What follows belongs to an exercise in optimizing a design on an open flow for small area, a short achievable clock period and few clock cycles per item; a production flow would make more cautious choices. In this exercise RTL edits were held to simulation tests only and were not proved equivalent to the original.

==> flow/design.v (excerpt) <==
module catmull_rom_point_evaluator_unit (
  input  logic                          clk,
  input  logic                          rst_n,
  input  logic                          in_valid,
  output logic                          in_ready,
  input  logic [crpe_pkg::T_FRAC_BITS-1:0] in_t_frac,
  output logic                          out_valid,
  input  logic                          out_ready,
  output logic [crpe_pkg::COORD_WIDTH-1:0] curve_x,
  output logic [crpe_pkg::COORD_WIDTH-1:0] curve_y,
  input  logic                          psel,
  input  logic                          penable,
  input  logic                          pwrite,
  input  logic [crpe_pkg::CFG_AW-1:0]   paddr,
  input  logic [crpe_pkg::CFG_DW-1:0]   pwdata,
  output logic [crpe_pkg::CFG_DW-1:0]   prdata,
  output logic                          pready
);
  crpe_pkg::coord_t pt_r [crpe_pkg::NUM_REGS];
  crpe_pkg::reg_idx_t reg_idx;
  logic [15:0] rd_r;
  logic               wr_v;
  crpe_pkg::reg_idx_t wr_idx;
  crpe_pkg::coord_t   wr_data;
  logic               rst_r;
  assign reg_idx = paddr[crpe_pkg::CFG_AW-1:2];
  assign pready  = 1'b1;
  assign prdata  = {16'd0, rd_r};
  always_ff @(posedge clk) begin
    wr_v    <= psel && penable && pwrite;
    wr_idx  <= reg_idx;
    wr_data <= crpe_pkg::coord_t'(pwdata[crpe_pkg::COORD_WIDTH-1:0]);
    rst_r   <= !rst_n;
  end
  always_ff @(posedge clk) begin
    if (rst_r) begin
      for (int i = 0; i < crpe_pkg::NUM_REGS; i++) begin
        pt_r[i] <= crpe_pkg::reset_pt(i);
      end
    end else if (wr_v) begin
      pt_r[wr_idx] <= wr_data;
    end
  end
  always_ff @(posedge clk) begin
    if (rst_r) begin
      rd_r <= crpe_pkg::reset_pt(int'(reg_idx));
  ...
Size: ~630 flip-flops, about 0.076 mm2 of cells after synthesis.
clock: 10.0 ns
lec_check: 0
abc_area: 1
cap_margin: 20
core_margin: 2
core_utilization: 40
cts_cluster_diameter: 120
cts_cluster_size: 20
gpl_routability_driven: 0
setup_slack_margin: 5
slew_margin: 20
standard.sh (not shown) runs the stock make flow with config.mk's settings and CLKGATE_MAP_FILE= SYNTH_SCRIPT=/design/flow/synth_recipe.tcl, a recipe that flattens the netlist after the stock synthesis.
==> flow/flow/run.sh <==
#!/bin/bash
# The standard layout (standard.sh, all steps), with Yosys's synth command
# given -noabc: the generic ABC pass before full-adder extraction is skipped,
# so that the explicit adder trees of the RTL reach extract_fa as written.
# The buffers that ABC inserts are removed at floorplan (REMOVE_ABC_BUFFERS),
# leaving buffering to OpenROAD's repair. The registers are those of the
# standard synthesis. Each tool's output goes to the ORFS logs under
# orfs/logs; make's output goes to standard_flow.log.
set -euo pipefail
bash standard.sh SYNTH_ARGS=-noabc REMOVE_ABC_BUFFERS=1 finish > standard_flow.log 2>&1
Testbench counts at the start, summed over its fixed seeds: cycles 9,536, items 8,192.
==> next run, changes <==
--- a/flow/config.mk
+++ b/flow/config.mk
@@ -13,3 +13,2 @@
 export CTS_CLUSTER_SIZE = 20
-export GPL_ROUTABILITY_DRIVEN = 0
 export SETUP_SLACK_MARGIN = 5
Core utilization hardly moves.
Hold slack is about the same.
Global-route usage grows by 0.42 points.
Wire length grows slightly.
Non-clock buffer count shrinks by 4.
Design area stays flat.
Clock-buffer cell count grows by 1.
Synthesized area does not change.
Sequential share of layout area hardly moves.
==> next run, changes <==
--- a/flow/config.mk
+++ b/flow/config.mk
@@ -15 +15,2 @@
 export SLEW_MARGIN = 20
+export TNS_END_PERCENT = 0
Design area shrinks by about 0.6%.
Worst setup slack loses 0.10 ns.
Die area is unchanged.
Via count stays flat.
Final cell count barely changes.
Non-clock buffer count shrinks by 24.
Register-to-register slack loses 0.10 ns.
Synthesized cell count does not change.
Wire length shrinks by about 1%.

catmull_rom_point_evaluator_unit, a different RTL version from the one above (not shown whole).
Size in the first run: ~650 flip-flops, about 130 I/O pins, roughly 0.090 sq mm of cells after synthesis.
==> flow/config.mk <==
export PLATFORM = sky130hd
export DESIGN_NAME = catmull_rom_point_evaluator_unit
export DESIGN_NICKNAME = catmull_rom_point_evaluator_unit
export VERILOG_FILES = /design/flow/design.v
export SDC_FILE = /design/flow/constraint.sdc
export NUM_CORES = 4
export LEC_CHECK = 0
export ABC_AREA = 1
export CAP_MARGIN = 20
export CORE_MARGIN = 2
export CORE_UTILIZATION = 40
export SETUP_SLACK_MARGIN = 5
export SLEW_MARGIN = 20
==> flow/constraint.sdc <==
create_clock -name core_clock -period 10.0 [get_ports {clk}]
set_input_delay 2.0000 -clock core_clock [delete_from_list [all_inputs] [get_ports {clk}]]
set_output_delay 2.0000 -clock core_clock [all_outputs]
set_load 0.01 [all_outputs]
run.sh (not shown) runs the stock make flow with config.mk's settings and CLKGATE_MAP_FILE= SYNTH_SCRIPT=/design/flow/synth_recipe.tcl, a recipe that flattens the netlist after the stock synthesis.
Stock flow here: none of the scripts above is used.
The baseline produced a clean layout.
Testbench counts at the start, summed over its fixed seeds: cycles 9,536, items 8,192.
Edit:
SETUP_SLACK_MARGIN = unset   (was 5)
Setup slack gets worse by 1.7 ns. Hold slack is better by 0.0067 ns. Area after synthesis is unchanged. Final cell count falls by 2.1%.

Another version of the RTL of catmull_rom_point_evaluator_unit (not shown whole).
Size: roughly 660 flip-flops, ~130 I/O pins, about 0.076 mm² of cells after synthesis.
==> flow/config.mk <==
export PLATFORM = sky130hd
export DESIGN_NAME = catmull_rom_point_evaluator_unit
export DESIGN_NICKNAME = catmull_rom_point_evaluator_unit
export VERILOG_FILES = /design/flow/design.v
export SDC_FILE = /design/flow/constraint.sdc
export NUM_CORES = 4
export LEC_CHECK = 0
export ABC_AREA = 1
export CAP_MARGIN = 20
export CORE_MARGIN = 2
export CORE_UTILIZATION = 40
export CTS_CLUSTER_DIAMETER = 120
export CTS_CLUSTER_SIZE = 20
export SETUP_SLACK_MARGIN = 5
export SLEW_MARGIN = 20
==> flow/constraint.sdc <==
create_clock -name core_clock -period 10.0 [get_ports {clk}]
set_input_delay 2.0000 -clock core_clock [delete_from_list [all_inputs] [get_ports {clk}]]
set_output_delay 2.0000 -clock core_clock [all_outputs]
set_load 0.01 [all_outputs]
standard.sh (not shown) runs the stock make flow with config.mk's settings and CLKGATE_MAP_FILE= SYNTH_SCRIPT=/design/flow/synth_recipe.tcl, a recipe that flattens the netlist after the stock synthesis.
==> flow/flow/run.sh <==
#!/bin/bash
# The standard layout (standard.sh, all steps), with Yosys's synth command
# given -noabc: the generic ABC pass before full-adder extraction is skipped,
# so that the explicit adder trees of the RTL reach extract_fa as written.
# The registers are those of the standard synthesis. Each tool's output goes
# to the ORFS logs under orfs/logs; make's output goes to standard_flow.log.
set -euo pipefail
bash standard.sh SYNTH_ARGS=-noabc finish > standard_flow.log 2>&1
The baseline completed with no timing, DRC or antenna violations.
Testbench counts at the start, summed over its fixed seeds: cycles 9,536, items 8,192.
==> next run, changes <==
- CTS_CLUSTER_DIAMETER: 120 -> not set
- CTS_CLUSTER_SIZE: 20 -> not set
Outcome:
- The changed run finished clean
- critical path depth goes up by 1
- count of clock-buffer cells in the layout goes up by 35

==> re-timing with driven ports <==
In the flow no input, the clock included, has a driving cell. The finished layouts below were timed again as built, in two steps. Step 1 sets driving cells, clkbuf_16 on the clock port and buf_2 on the other inputs (assumed; they add their load-dependent delay and slew). Step 2 adds t to the input delays and takes it off the output delays; t is the mean of the earliest and latest rising clock arrival at the registers after step 1. Input paths then give back, and output paths get back, about the clock's delay inside the block. Slacks: no drivers / after step 1 / after step 2; pairs: no drivers / after step 1.
| run | shift t [ns] | slack for setup (ns) | clock arrival spread, ns |
|---|---|---|---|
| the first run of note 1 | 0.768 | 5.043 / 5.043 / 4.984 | 0.027 / 0.027 |
| the second run of note 1 | 0.768 | 4.954 / 4.954 / 4.808 | 0.051 / 0.050 |
| the third run of note 1 | 0.776 | 4.855 / 4.855 / 4.814 | 0.051 / 0.051 |
| the first run of note 2 | 0.841 | 4.995 / 4.998 / 4.218 | 0.095 / 0.096 |
| the second run of note 2 | 0.853 | 3.252 / 3.252 / 3.252 | 0.100 / 0.100 |
| the first run of note 3 | 0.756 | 4.968 / 4.968 / 4.968 | 0.079 / 0.078 |
| the second run of note 3 | 0.804 | 4.999 / 4.999 / 4.999 | 0.082 / 0.082 |
After both steps setup and hold are still met in every run listed. The setup slack of the first run of note 2, which loses most, moves by +0.003 ns with the drivers and by -0.777 ns with both steps.
